Source: an optimization exercise on an open RTL-to-GDS flow (aim: small area, a short achievable clock period and few clock cycles). Production flows keep margins and buffers that such runs may drop. No run shown here included a check of the RTL's function; only the layout flow was run. Power and IR drop assume default switching activity.

[design/flow/design.v]
package sgd_pkg;
    localparam int NUM_BANKS     = 2;    
    localparam int BITS_PER_BANK = 8;    
    localparam int X_WIDTH       = 32;
    localparam int A_WORD_W      = NUM_BANKS * BITS_PER_BANK;
    localparam int X_WORD_W      = BITS_PER_BANK * X_WIDTH;
    localparam int CFG_W         = 32;
    localparam int DOT_W         = 32;
    localparam int X_ADDR_W      = 6;
    localparam int BIT_IDX_W     = 5;
    localparam int EPOCH_W       = 10;
    localparam int GROUP_W       = CFG_W - 1;   
    localparam int CREDIT_W      = 8;
    localparam int FRAC_BITS     = 4;
    localparam int ACC_WIDTH     = X_WIDTH + FRAC_BITS;
    localparam bit PIPE_CSA      = 1'b0;   
    localparam bit PIPE_SUM      = 1'b1;   
    localparam bit PIPE_TERM     = 1'b0;   
endpackage
import sgd_pkg::*;
module sample_fifo (
    input  logic                         clk,
    input  logic                         accept,
    input  logic [sgd_pkg::A_WORD_W-1:0] wr_data,
    output logic [sgd_pkg::A_WORD_W-1:0] rd_data
);
    always_ff @(posedge clk)
        rd_data <= accept ? wr_data : '0;
endmodule
import sgd_pkg::*;
module dot_control (
    input  logic                          clk,
    input  logic                          rst_n,
    input  logic                          started,
    input  logic [sgd_pkg::CFG_W-1:0]     number_of_epochs,
    input  logic [sgd_pkg::CFG_W-1:0]     number_of_samples,
    input  logic [sgd_pkg::CFG_W-1:0]     dimension,
    input  logic [sgd_pkg::CFG_W-1:0]     number_of_bits,
    input  logic [sgd_pkg::CREDIT_W-1:0]  x_wr_credit_counter,
    input  logic                          wr_en,
    output logic                          almost_full,
    output logic                          accept,
    output logic [sgd_pkg::X_ADDR_W-1:0]  x_rd_addr,
    output logic [sgd_pkg::BIT_IDX_W-1:0] word_bit,     
    output logic                          word_first,   
    output logic                          word_last     
);
    logic                  running;
    logic                  busy;        
    logic [BIT_IDX_W-1:0]  bit_idx;
    logic [X_ADDR_W-1:0]   chunk_idx;
    logic [GROUP_W-1:0]    group_idx;   
    logic [EPOCH_W-1:0]    epoch_idx;
    logic [CREDIT_W-1:0]   credit_idx;  
    logic [BIT_IDX_W-1:0]  bits_last;
    logic [X_ADDR_W-1:0]   chunks_last;
    logic [8:0]            dim_m1;
    logic                  last_bit;
    logic                  last_chunk;
    logic                  last_group;
    logic                  last_epoch;
    logic                  end_group;
    logic                  end_job;
    logic                  empty_job;
    logic [CREDIT_W-1:0]   credit_next;
    assign bits_last   = number_of_bits[BIT_IDX_W-1:0] - 1'b1;   
    assign dim_m1      = dimension[8:0] - 1'b1;
    assign chunks_last = dim_m1[8:3];
    assign empty_job   = (number_of_epochs[EPOCH_W-1:0] == '0) || (number_of_samples == '0);
    assign last_bit   = (bit_idx == bits_last);
    assign last_chunk = (chunk_idx == chunks_last);
    assign last_group = (group_idx + 1'b1 == number_of_samples[CFG_W-1:1]);
    assign last_epoch = (epoch_idx + 1'b1 == number_of_epochs[EPOCH_W-1:0]);
    assign accept    = wr_en && !almost_full;
    assign end_group = accept && last_bit && last_chunk;
    assign end_job   = end_group && last_group && last_epoch;
    assign credit_next = end_group ? credit_idx + 1'b1 : credit_idx;
    assign x_rd_addr  = chunk_idx;   
    assign word_bit   = bit_idx;
    assign word_first = (bit_idx == '0) && (chunk_idx == '0);
    assign word_last  = last_bit && last_chunk;
    always_ff @(posedge clk)
    begin
        if (!rst_n)
        begin
            busy        <= 1'b0;
            running     <= 1'b0;
            almost_full <= 1'b1;
            bit_idx     <= '0;
            chunk_idx   <= '0;
            group_idx   <= '0;
            epoch_idx   <= '0;
            credit_idx  <= '0;
        end
        else
        begin
            if (!busy)
            begin
                if (started)
                begin
                    busy        <= 1'b1;
                    running     <= !empty_job;
                    almost_full <= empty_job || (x_wr_credit_counter == '0);
                end
            end
            else
            begin
                almost_full <= !running || end_job || (x_wr_credit_counter == credit_next);
                if (end_job)
                    running <= 1'b0;
            end
            credit_idx <= credit_next;
            if (accept)
            begin
                bit_idx <= last_bit ? '0 : bit_idx + 1'b1;
                if (last_bit)
                begin
                    chunk_idx <= last_chunk ? '0 : chunk_idx + 1'b1;
                    if (last_chunk)
                    begin
                        group_idx <= last_group ? '0 : group_idx + 1'b1;
                        if (last_group)
                            epoch_idx <= epoch_idx + 1'b1;
                    end
                end
            end
        end
    end
endmodule
import sgd_pkg::*;
module adder_tree (
    input  logic                               clk,
    input  logic [sgd_pkg::BITS_PER_BANK-1:0]  a_bits,
    input  logic [sgd_pkg::X_WORD_W-1:0]       x_data,   
    output logic [sgd_pkg::X_WIDTH-1:0]        sum
);
    logic [X_WIDTH-1:0] m [BITS_PER_BANK];
    logic [X_WIDTH-1:0] s1, c1, s2, c2, s3, c3, s4, c4, s5, c5, u, v;
    logic [X_WIDTH-1:0] u_q, v_q;
    always_comb
        for (int j = 0; j < BITS_PER_BANK; j++)
            m[j] = a_bits[j] ? x_data[j*X_WIDTH +: X_WIDTH] : '0;
    function automatic logic [2*X_WIDTH-1:0] csa(input logic [X_WIDTH-1:0] a, b, c);
        logic [X_WIDTH-1:0] s, k;
        s = a ^ b ^ c;
        k = (a & b) | (a & c) | (b & c);
        csa = {s, k[X_WIDTH-2:0], 1'b0};
    endfunction
    assign {s1, c1} = csa(m[0], m[1], m[2]);
    assign {s2, c2} = csa(m[3], m[4], m[5]);
    assign {s3, c3} = csa(s1, c1, s2);
    assign {s4, c4} = csa(c2, m[6], m[7]);
    assign {s5, c5} = csa(s3, c3, s4);
    assign {u, v}   = csa(s5, c5, c4);
    generate
        if (PIPE_CSA)
        begin : g_reg
            always_ff @(posedge clk)
            begin
                u_q <= u;
                v_q <= v;
            end
        end
        else
        begin : g_wire
            assign u_q = u;
            assign v_q = v;
        end
    endgenerate
    assign sum = u_q + v_q;
endmodule
import sgd_pkg::*;
module bank_accumulator (
    input  logic                              clk,
    input  logic [sgd_pkg::X_WIDTH-1:0]       sum,        
    input  logic [sgd_pkg::BIT_IDX_W-1:0]     sum_bit,    
    input  logic                              term_first,
    output logic [sgd_pkg::DOT_W-1:0]         dot_product
);
    logic signed [ACC_WIDTH-1:0] widened;
    logic signed [ACC_WIDTH-1:0] shifted;
    logic signed [ACC_WIDTH-1:0] term;
    logic signed [ACC_WIDTH-1:0] acc;
    assign widened = {sum, {FRAC_BITS{1'b0}}};              
    assign shifted = widened >>> ({1'b0, sum_bit} + 6'd1);   
    generate
        if (PIPE_TERM)
        begin : g_reg
            always_ff @(posedge clk)
                term <= shifted;
        end
        else
        begin : g_wire
            assign term = shifted;
        end
    endgenerate
    always_ff @(posedge clk)
        acc <= (term_first ? '0 : acc) + term;
    assign dot_product = acc[ACC_WIDTH-1 -: DOT_W];   
endmodule
import sgd_pkg::*;
module sgd_dot_product (
    input  logic                             clk,
    input  logic                             rst_n,
    input  logic                             started,
    input  logic [sgd_pkg::CFG_W-1:0]        number_of_epochs,
    input  logic [sgd_pkg::CFG_W-1:0]        number_of_samples,
    input  logic [sgd_pkg::CFG_W-1:0]        dimension,
    input  logic [sgd_pkg::CFG_W-1:0]        number_of_bits,
    input  logic [sgd_pkg::A_WORD_W-1:0]     dispatch_axb_a_data,
    input  logic                             dispatch_axb_a_wr_en,
    output logic                             dispatch_axb_a_almost_full,
    input  logic [sgd_pkg::CREDIT_W-1:0]     x_wr_credit_counter,
    output logic [sgd_pkg::X_ADDR_W-1:0]     x_rd_addr,
    input  logic [sgd_pkg::X_WORD_W-1:0]     x_rd_data,
    output logic [sgd_pkg::NUM_BANKS*sgd_pkg::DOT_W-1:0] dot_product,   
    output logic [sgd_pkg::NUM_BANKS-1:0]    dot_product_valid
);
    localparam int PRE_SHIFT = int'(PIPE_CSA) + int'(PIPE_SUM);   
    localparam int STAGES    = PRE_SHIFT + int'(PIPE_TERM);        
    logic                  accept;
    logic [BIT_IDX_W-1:0]  word_bit;
    logic                  word_first;
    logic                  word_last;
    logic [A_WORD_W-1:0]   a_word;
    logic [BIT_IDX_W-1:0]  bit_q   [STAGES+1];
    logic                  first_q [STAGES+1];
    logic                  last_q  [STAGES+1];
    logic                  out_valid;
    dot_control u_ctrl (
        .clk                 (clk),
        .rst_n               (rst_n),
        .started             (started),
        .number_of_epochs    (number_of_epochs),
        .number_of_samples   (number_of_samples),
        .dimension           (dimension),
        .number_of_bits      (number_of_bits),
        .x_wr_credit_counter (x_wr_credit_counter),
        .wr_en               (dispatch_axb_a_wr_en),
        .almost_full         (dispatch_axb_a_almost_full),
        .accept              (accept),
        .x_rd_addr           (x_rd_addr),
        .word_bit            (word_bit),
        .word_first          (word_first),
        .word_last           (word_last)
    );
    sample_fifo u_fifo (
        .clk     (clk),
        .accept  (accept),
        .wr_data (dispatch_axb_a_data),
        .rd_data (a_word)
    );
    always_ff @(posedge clk)
    begin
        bit_q[0] <= word_bit;
        for (int i = 1; i <= STAGES; i++)
            bit_q[i] <= bit_q[i-1];
        if (!rst_n)
        begin
            for (int i = 0; i <= STAGES; i++)
            begin
                first_q[i] <= 1'b0;
                last_q[i]  <= 1'b0;
            end
            out_valid <= 1'b0;
        end
        else
        begin
            first_q[0] <= accept && word_first;
            last_q[0]  <= accept && word_last;
            for (int i = 1; i <= STAGES; i++)
            begin
                first_q[i] <= first_q[i-1];
                last_q[i]  <= last_q[i-1];
            end
            out_valid <= last_q[STAGES];   
        end
    end
    genvar b;
    generate
        for (b = 0; b < NUM_BANKS; b++)
        begin : g_bank
            logic [X_WIDTH-1:0] sum;
            logic [X_WIDTH-1:0] sum_q;
            adder_tree u_tree (
                .clk    (clk),
                .a_bits (a_word[b*BITS_PER_BANK +: BITS_PER_BANK]),
                .x_data (x_rd_data),
                .sum    (sum)
            );
            if (PIPE_SUM)
            begin : g_sum_reg
                always_ff @(posedge clk)
                    sum_q <= sum;
            end
            else
            begin : g_sum_wire
                assign sum_q = sum;
            end
            bank_accumulator u_bank (
                .clk         (clk),
                .sum         (sum_q),
                .sum_bit     (bit_q[PRE_SHIFT]),
                .term_first  (first_q[STAGES]),
                .dot_product (dot_product[b*DOT_W +: DOT_W])
            );
            assign dot_product_valid[b] = out_valid;
        end
    endgenerate
endmodule
[design/flow/run.sh]
#!/bin/bash
# synth_recipe.tcl (not shown) runs the flow's synth.tcl, then flattens the netlist and writes it again
# the make line also repeats each setting of config.mk as NAME=value (left out here)
make -C /OpenROAD-flow-scripts/flow DESIGN_CONFIG=/design/flow/config.mk WORK_HOME=/design/flow/orfs CLKGATE_MAP_FILE= SYNTH_SCRIPT=/design/flow/synth_recipe.tcl finish
[design/flow/config.mk]
export PLATFORM = sky130hd
export DESIGN_NAME = sgd_dot_product
export DESIGN_NICKNAME = sgd_dot_product
export VERILOG_FILES = /design/flow/design.v
export SDC_FILE = /design/flow/constraint.sdc
export NUM_CORES = 4
export LEC_CHECK = 0
export CAP_MARGIN = 20
export CORE_MARGIN = 2
export CORE_UTILIZATION = 40
export SLEW_MARGIN = 20
[design/flow/constraint.sdc]
create_clock -name core_clock -period 5.0 [get_ports {clk}]
set_input_delay 1.0000 -clock core_clock [delete_from_list [all_inputs] [get_ports {clk}]]
set_output_delay 1.0000 -clock core_clock [all_outputs]
set_load 0.01 [all_outputs]
==> results of run 1 <==
==> what timing repair did <==
item / CTS / global route
endpoints found under the setup margin: 39 / 44
resized for setup: 443 / 183
pin swaps: 161 / 107
gates cloned: 0 / 1
buffers inserted: 36 / 29
==> report_power, final <==
group          switching (uW)  internal, uW  total, uW
clock network             973          1500       2470
logic                    3570          3720       7290
registers                 296          2330       2630
==> final cells by class <==
| cell class | instances | share of cell area, % |
|---|---|---|
| flip-flops and latches | 230 | 11.2 |
| repair buffers | 850 | 18.8 |
| multi-input cells | 2862 | 61.1 |
| well taps | 978 | 2.97 |
| clock inverters | 15 | 0.471 |
| diodes | 7 | 0.0425 |
| clock buffers | 41 | 2.28 |
| inverters | 338 | 3.09 |
==> metrics by stage <==
stage	setup WS [ns]	TNS, ns	area [um2]	hold slack [ns]	std cells
after floorplan	-0.450	-3.00	30800	0.310	3642
after global placement	-1.29	-36.19	38300	0.311	5203
after detailed placement	-1.30	-36.46	38300	0.312	5203
after CTS	-0.243	-1.24	40400	0.325	5291
after global routing	-0.383	-3.90	41200	0.329	5320
final	-0.294	-1.54	41200	0.322	5321
==> metal layers <==
layer  wire (um)  part of all wire, %
met4        3150                  3.0
met3        5430                  5.3
met5           0                    0
met2       49400                   48
met1       45400                   44
==> kinds of logic after synthesis <==
group	share of synthesized area, %
AOI/OAI and AO/OA	13.5
adders and majority gates	30.0
DFF	15.1
buffers and inverters	7.70
muxes	4.35
and+or+nand+nor	22.3
xor gates and xnor gates	7.13
==> cell usage in the layout (no fill, tap or decap), types with 20 or more instances in the layout <==
master           count
ha_4                30
nor2b_1            105
nand4_1             31
inv_2               33
mux2i_1             44
o21a_1              20
fa_1               317
and3_1              34
fa_2                51
nand2_1            441
inv_1              304
xnor2_1            169
ha_1               109
a21oi_1            192
a21oi_2             28
o21ai_0            140
nor3_1              25
clkdlybuf4s50_1    299
a21o_1              62
and2_4              69
buf_4              379
nor4_1              21
dlygate4sd2_1       53
nand2b_1            23
buf_6               29
and2_1             283
nor2_1             159
nand3_1             52
clkbuf_16           36
buf_12              27
xor2_1              64
mux4_2              30
dfxtp_1            220
o21ai_1             33
==> registers in the layout (all words and copies together) (netlist names), 2 cells and up <==
register           cells
bit_q                 10
first_q                2
g_bank.sum_q          64
g_bank.u_bank.acc     72
last_q                 2
u_ctrl.bit_idx         5
u_ctrl.chunk_idx       6
u_ctrl.credit_idx      8
u_ctrl.epoch_idx      10
u_ctrl.group_idx      31
u_fifo.rd_data        16
==> worst max path at each step <==
stage / to / cells past startpoint
2_1_floorplan: g_bank[1].sum_q[23]$_DFF_P_ / 18
3_3_place_gp: g_bank[1].sum_q[31]$_DFF_P_ / 20
3_5_place_dp: g_bank[1].sum_q[31]$_DFF_P_ / 20
4_1_cts: g_bank[1].sum_q[23]$_DFF_P_ / 19
5_1_grt: g_bank[1].sum_q[30]$_DFF_P_ / 21
6_report: g_bank[1].sum_q[23]$_DFF_P_ / 19
==> worst max-delay path, stage by stage <==
cell and delay (ns):
buf_6 0.09, and2_4 0.15, fa_1 0.59, inv_2 0.06
fa_1 0.45, fa_1 0.54, inv_1 0.06, fa_1 0.46
ha_1 0.30, a21o_1 0.18, nand4_1 0.13, a21oi_4 0.09
o311a_4 0.34, a41o_1 0.24, a21o_1 0.19, a21o_1 0.17
a21o_1 0.19, or4b_4 0.49, nand3_2 0.07
==> key figures, run 1 <==
Status
  – Status: failed layout checks
  – Layout Check Failures: negative setup slack

Global routing
  – Largest net degree at the start of global routing: 46
  – Initial antenna violation count: 7
  – GRT busiest layer: met2
  – GRT Total Usage: 25.9%
  – GRT met2 Usage: 44.1%
  – Met3 usage: 2.93%
  – Grt total ovfl: 0
  – First-pass GRT wire length: 159 mm
  – Met1 Track Usage GR: 34.7%
  – Vias in the first global route: 28100

Yosys
  – Asr flop ratio synth: 0%
  – Most instantiated cells after synthesis: nand2_1 (454), fa_1 (368), and2_1 (352), inv_1 (336), dfxtp_1 (230)
  – Most common cell in the netlist: nand2_1
  – Flops & latches, synth: 230
  – Synth Cell Area: 30600 um2
  – Synth area leader: fa_1
  – Seq/Total Area, Yosys: 15.1%
  – Top FF cell, synth: dfxtp_1
  – Syn nets: 4565
  – Synth area leaders: fa_1 (24%), dfxtp_1 (15%), and2_1 (7.2%)
  – Yosys warns: 12
  – Post-synth EDFFs: 0
  – Synth Instances: 3642
  – Mean Syn Cell Area: 8.39 um2
  – Netlist cell types: 80
  – Post-synth top area share: 24.1%

Worst setup path
  – Worst reg-to-reg setup slack: -0.26 ns
  – Maximum fanout count along the critical path: 3
  – Worst path required time: 5.49 ns
  – Crit path launch: x_rd_data[163]
  – Worst r2r src: u_fifo.rd_data[13]$_SDFF_PN0_
  – Critical path capture point type: flop
  – Kind of critical path: in2reg
  – Crit path DAT: 5.78 ns
  – FF-to-FF path depth: 19
  – Capturing point of the worst reg2reg path: g_bank[1].sum_q[23]$_DFF_P_
  – Worst setup SP type: primary input

Clock network
  – Worst-path clk slew: 0.05 ns
  – Clock Latency Late Sink: 0.57 ns
  – Max Root-Sink Buffers: 3
  – Num CTS Buffers: 34
  – H-tree levels: 2
  – CTS tree: done
  – Sink Count: 230
  – Number of hold buffers added after cts: 0
  – Root buffer cell: clkbuf_16

Placed design
  – GP Congestion: 0.983
  – Final HPWL DP: 85.1 mm
  – Port Buf Inserts: 412

Route
  – Final WL: 103 mm
  – Pre-Repair DR Iteration Count: 5
  – DRT iter0 DRCs: 2035
  – Number of routed nets with antenna violations: 0
  – Residual DRC: 0
  – Via count: 27900
  – WL per Instance: 19.4 um
  – Via/cell ratio: 5.24

Timing
  – Fmax: 189 MHz
  – Final Hold Fails: 0
  – Slew headroom: 35.0%
  – Final WS setup: -0.294 ns
  – Final clock period utilization by the worst path: 106%
  – Setup violators final: 13
  – Setup Skew: 0.0308 ns
  – Least-Margin Pin Slew: 0.968 ns
  – Min cycle time layout: 5.29 ns
  – RSZ-0062 raised after global routing: yes
  – Final Slew Violations: 0

Worst hold path
  – Hold endpoint: bit_q[1][1]$_DFF_P_
  – Hold path start: bit_q[0][1]$_DFF_P_
  – Worst Hold Class: reg2reg
  – Hold Path Depth: 0

Finish
  – Layout cell share with drive strength beyond 1: 21.8%
  – Net count, final: 5239
  – FF+latch area: 4630 um2
  – Core Util, Final: 54.3%
  – Area occupied by multi-input gates: 25200 um2
  – Filler instances: 6978
  – Area Growth Syn to Fin: 34.7%

Floorplan
  – Rows: 101
  – Core footprint: 75800 um2
  – Initial Utilization: 40.3%
  – Die height: 280 um
  – Top Ports: 485
  – Die Span X: 280 um
  – Die Area: 78600 um2

Power and ir drop
  – Pwr dens: 301 nW/um2
  – Total chip power: 12400 uW
  – IR drop worst, VDD: 0.000266 V
  – Leak: 0.0179 uW

Flow run
  – Maxcap violations: 0
==> inputs of run 2 (changes only) <==
--- a/design/flow/design.v
+++ b/design/flow/design.v
@@ -15,5 +15,5 @@
     localparam int ACC_WIDTH     = X_WIDTH + FRAC_BITS;
-    localparam bit PIPE_CSA      = 1'b0;   
+    localparam bit PIPE_CSA      = 1'b1;   
     localparam bit PIPE_SUM      = 1'b1;   
-    localparam bit PIPE_TERM     = 1'b0;   
+    localparam bit PIPE_TERM     = 1'b1;   
 endpackage
==> run 2 against run 1 <==
  * The run now finishes clean
  * Sequential share of layout area up 9.4 points
  * Non-clock buffer count down 403
  * Cell count up 3.4%
  * Design area up 2.4%
  * Highest routed layer is now met5
  * Sequential cell count up 205
  * Largest power group unchanged
  * Clock skew down 0.0080 ns
  * Worst hold slack better by 0.0014 ns
  * Register-to-register slack better by 1.3 ns
  * Global-route usage down 4.5 points
  * Via count down 0.10%
==> key figures, run 2 <==
Worst setup path
  – Kind of critical path: reg2reg
  – Worst path required time: 5.51 ns (+0.02 ns)
  – Worst setup SP type: flop
  – Maximum fanout count along the critical path: 34 (+31)
  – Worst r2r src: first_q[3]$_SDFF_PN0_
  – Worst reg-to-reg setup slack: 1.03 ns (+1.29 ns)
  – Crit path launch: first_q[3]$_SDFF_PN0_
  – Crit path DAT: 4.48 ns (-1.30 ns)
  – Critical path capture point type: flop

Timing
  – Fmax: 252 MHz (+33%)
  – RSZ-0062 raised after global routing: no
  – Setup Skew: 0.0229 ns (-0.00796 ns)
  – Setup TNS: 0 ns (+1.54 ns)
  – Min cycle time layout: 3.97 ns (-1.32 ns)
  – Setup violators final: 0 (-13)
  – Final Slew Violations: 0 (unchanged)
  – Slew headroom: 35.7% (+0.69 points)
  – Least-Margin Pin Slew: 0.965 ns (-0.00236 ns)
  – Final Hold Fails: 0 (unchanged)
  – Final clock period utilization by the worst path: 79.4% (-26 points)

Floorplan
  – Core footprint: 88100 um2 (+16%)
  – Die Span X: 302 um (+7.6%)
  – Top Ports: 485 (unchanged)
  – Initial Utilization: 40.3% (-0.046 points)
  – Die Area: 91100 um2 (+16%)
  – Rows: 109 (+7.9%)
  – Die height: 302 um (+7.6%)

Placed design
  – Port Buf Inserts: 412 (unchanged)
  – DP Cell Count: 5395 (+3.7%)
  – GP Congestion: 0.914 (-7.0%)
  – Final HPWL DP: 78.0 mm (-8.2%)

Clock network
  – Setup bufs post-CTS: 0 (-100%)
  – CTS resizes: 0 (-100%)
  – H-tree levels: 2 (unchanged)
  – CTS tree: done
  – Sink Count: 435 (+89%)
  – Max Root-Sink Buffers: 3 (unchanged)
  – Num CTS Buffers: 52 (+53%)
  – Clock Latency Late Sink: 0.62 ns (+0.05 ns)
  – Number of hold buffers added after cts: 0 (unchanged)
  – Worst-path clk slew: 0.06 ns (about the same)
  – Root buffer cell: clkbuf_16

Global routing
  – GRT met2 Usage: 35.7% (-8.3 points)
  – Largest net degree at the start of global routing: 82 (+78%)
  – First-pass GRT wire length: 154 mm (-3.0%)
  – Vias in the first global route: 28300 (+0.65%)
  – Met3 usage: 3.59% (+0.66 points)
  – Grt total ovfl: 0 (unchanged)
  – GRT busiest layer: met2
  – Met1 Track Usage GR: 28.6% (-6.1 points)
  – GRT Total Usage: 21.4% (-4.5 points)
  – Initial antenna violation count: 21 (+14)

Route
  – Pre-Repair DR Iteration Count: 5 (unchanged)
  – Residual DRC: 0 (unchanged)
  – Number of routed nets with antenna violations: 0 (unchanged)
  – Final WL: 98.5 mm (-4.8%)
  – DRT iter0 DRCs: 1716 (-16%)
  – Via/cell ratio: 5.06 (-3.4%)
  – WL per Instance: 17.9 um (-7.9%)
  – Via count: 27900 (-0.10%)

Yosys
  – Synth Cell Area: 35500 um2 (+16%)
  – Adder-Cell Fraction of Synth Area: 25.8% (-4.1 points)
  – Synth area leaders: dfxtp_1 (25%), fa_1 (21%), and2_1 (7.4%)
  – Post-synth EDFFs: 0 (unchanged)
  – Top FF cell, synth: dfxtp_1
  – Compound-Gate Fraction of Synth Area: 11.2% (-2.3 points)
  – Post-synth top area share: 24.5% (+0.45 points)
  – Syn nets: 4925 (+7.9%)
  – Most common cell in the netlist: inv_1
  – Mean Syn Cell Area: 8.87 um2 (+5.6%)
  – Largest family of logic cells by synthesized area: adder cells
  – Most instantiated cells after synthesis: inv_1 (471), dfxtp_1 (435), and2_1 (420), nand2_1 (405), fa_1 (368)
  – Asr flop ratio synth: 0% (unchanged)
  – Synth area leader: dfxtp_1
  – Flops & latches, synth: 435 (+89%)
  – Yosys warns: 12 (unchanged)
  – Netlist cell types: 75 (-6.3%)
  – Multiplexer share of the synthesized area: 4.09% (-0.27 points)
  – Synth Instances: 4002 (+9.9%)
  – Post-Synth Simple-Gate Area: 20.3% (-2.0 points)
  – Synth Area in XOR/XNOR: 6.01% (-1.1 points)
  – Seq/Total Area, Yosys: 24.5% (+9.5 points)

Power and ir drop
  – IR drop worst, VDD: 0.000327 V (+23%)
  – Pwr dens: 356 nW/um2 (+18%)
  – Leak: 0.0181 uW (+0.95%)

Finish
  – Layout cell share with drive strength beyond 1: 5.11% (-17 points)
  – Regs by FF count: g_bank.u_bank.acc x72, g_bank.u_bank.term x72
  – Net count, final: 5207 (-0.61%)
  – Commonest non-fill, non-tap cell in the layout: inv_1
  – Core Util, Final: 47.9% (-6.4 points)
  – Post-route insts no fill: 5500 (+3.4%)
  – Most frequent cells in the layout: inv_1 (471), dfxtp_1 (424), and2_1 (420), clkdlybuf4s50_1 (412), nand2_1 (405)
  – Area Growth Syn to Fin: 18.8%

Worst hold path
  – Worst Hold Class: reg2reg
  – Hold path start: bit_q[0][3]$_DFF_P_

Status
  – Status: timing/DRC/antenna clean

Flow run
  – Maxcap violations: 0 (unchanged)
==> run 2: changes by cell type after synthesis, moves of 12 or more <==
cell / previous run / this run
nor3_1: 29 / 46
and2_1: 352 / 420
a21oi_1: 226 / 201
inv_1: 336 / 471
nand3_1: 59 / 87
nand2_1: 454 / 405
nor2_1: 165 / 147
xnor2_1: 180 / 161
nor2b_1: 110 / 98
dfxtp_1: 230 / 435
==> run 2: critical path: stages, from the launching register on <==
cell and delay (ns):
dfxtp_2 0.81, nor2b_1 0.11, ha_1 0.38, o211ai_1 0.12, o211ai_1 0.21, or4b_1 0.46
o211a_1 0.21, a221o_1 0.41, a21o_1 0.23, o211a_1 0.24, o311ai_0 0.40, a21oi_1 0.14
xnor2_1 0.13
==> run 2: worst paths after layout <==
path                                           end  cells past startpoint
setup / recovery  g_bank[1].u_bank.acc[35]$_DFF_P_                     12
hold / removal                 bit_q[1][3]$_DFF_P_                      0
hold reg to reg                bit_q[1][3]$_DFF_P_                      0
setup reg to reg  g_bank[1].u_bank.acc[35]$_DFF_P_                     12
==> run 2: logic make-up after synthesis <==
group / Yosys count
muxes: 98
and+or+nand+nor: 1384
DFF: 435
buffers and inverters: 690
xor gates and xnor gates: 242
AOI/OAI and AO/OA: 642
adders and majority gates: 511
==> run 2: power breakdown <==
part | internal [uW] | switching, uW
Combinational | 3050 | 3260
Clock | 2260 | 1650
Sequential | 4300 | 510
Total | 9610 | 5420
==> run 2: layout make-up <==
type / count / area, um2
fill: 8541 / 45900
multi-input combinational: 2877 / 24000
sequential: 435 / 8720
timing repair buffer: 447 / 4390
inverter: 471 / 1770
tap: 1165 / 1460
clock buffer: 66 / 1440
clock inverter: 32 / 362
antenna: 7 / 17.5
==> run 2: metrics by stage <==
step / hold WS, ns / total power [uW] / cell area [um2] / setup WS (ns)
2_1_floorplan: 0.310 / 9340 / 35500 / 1.31
3_3_place_gp: 0.311 / 11200 / 40300 / 0.486
3_5_place_dp: 0.312 / 11200 / 40300 / 0.453
4_1_cts: 0.319 / 15200 / 42100 / 1.00
5_1_grt: 0.326 / 16100 / 42200 / 0.734
6_report: 0.323 / 15000 / 42200 / 1.03
==> run 2: routing by layer <==
metal	wire length, um	vias to the layer above
li1	-	13600
met1	43700	13300
met2	46400	767
met3	5540	162
met4	2660	20
met5	123	-

-- separate check: timing with driven ports --
Ports are ideal in the flow. The routed layouts listed here were re-timed in OpenROAD.
Step 1 assumes that a clkbuf_16 drives the clock port and a buf_2 every other input.
Step 2 also shifts input and output timing later by t, the mid clock arrival at the registers, as if the neighbouring blocks saw the same clock.
Slacks: no drivers / after step 1 / after step 2; pairs: no drivers / after step 1.
| run | t, ns | slack for setup (ns) | cell pins on the clock port's net |
|---|---|---|---|
| run 1 | 0.613 | -0.294 / -0.268 / -0.880 | 1 |
| run 2 | 0.680 | 1.028 / 1.028 / 0.457 | 1 |
For run 1, which loses most, drivers alone change the setup slack by +0.026 ns; drivers and shift together by -0.586 ns.
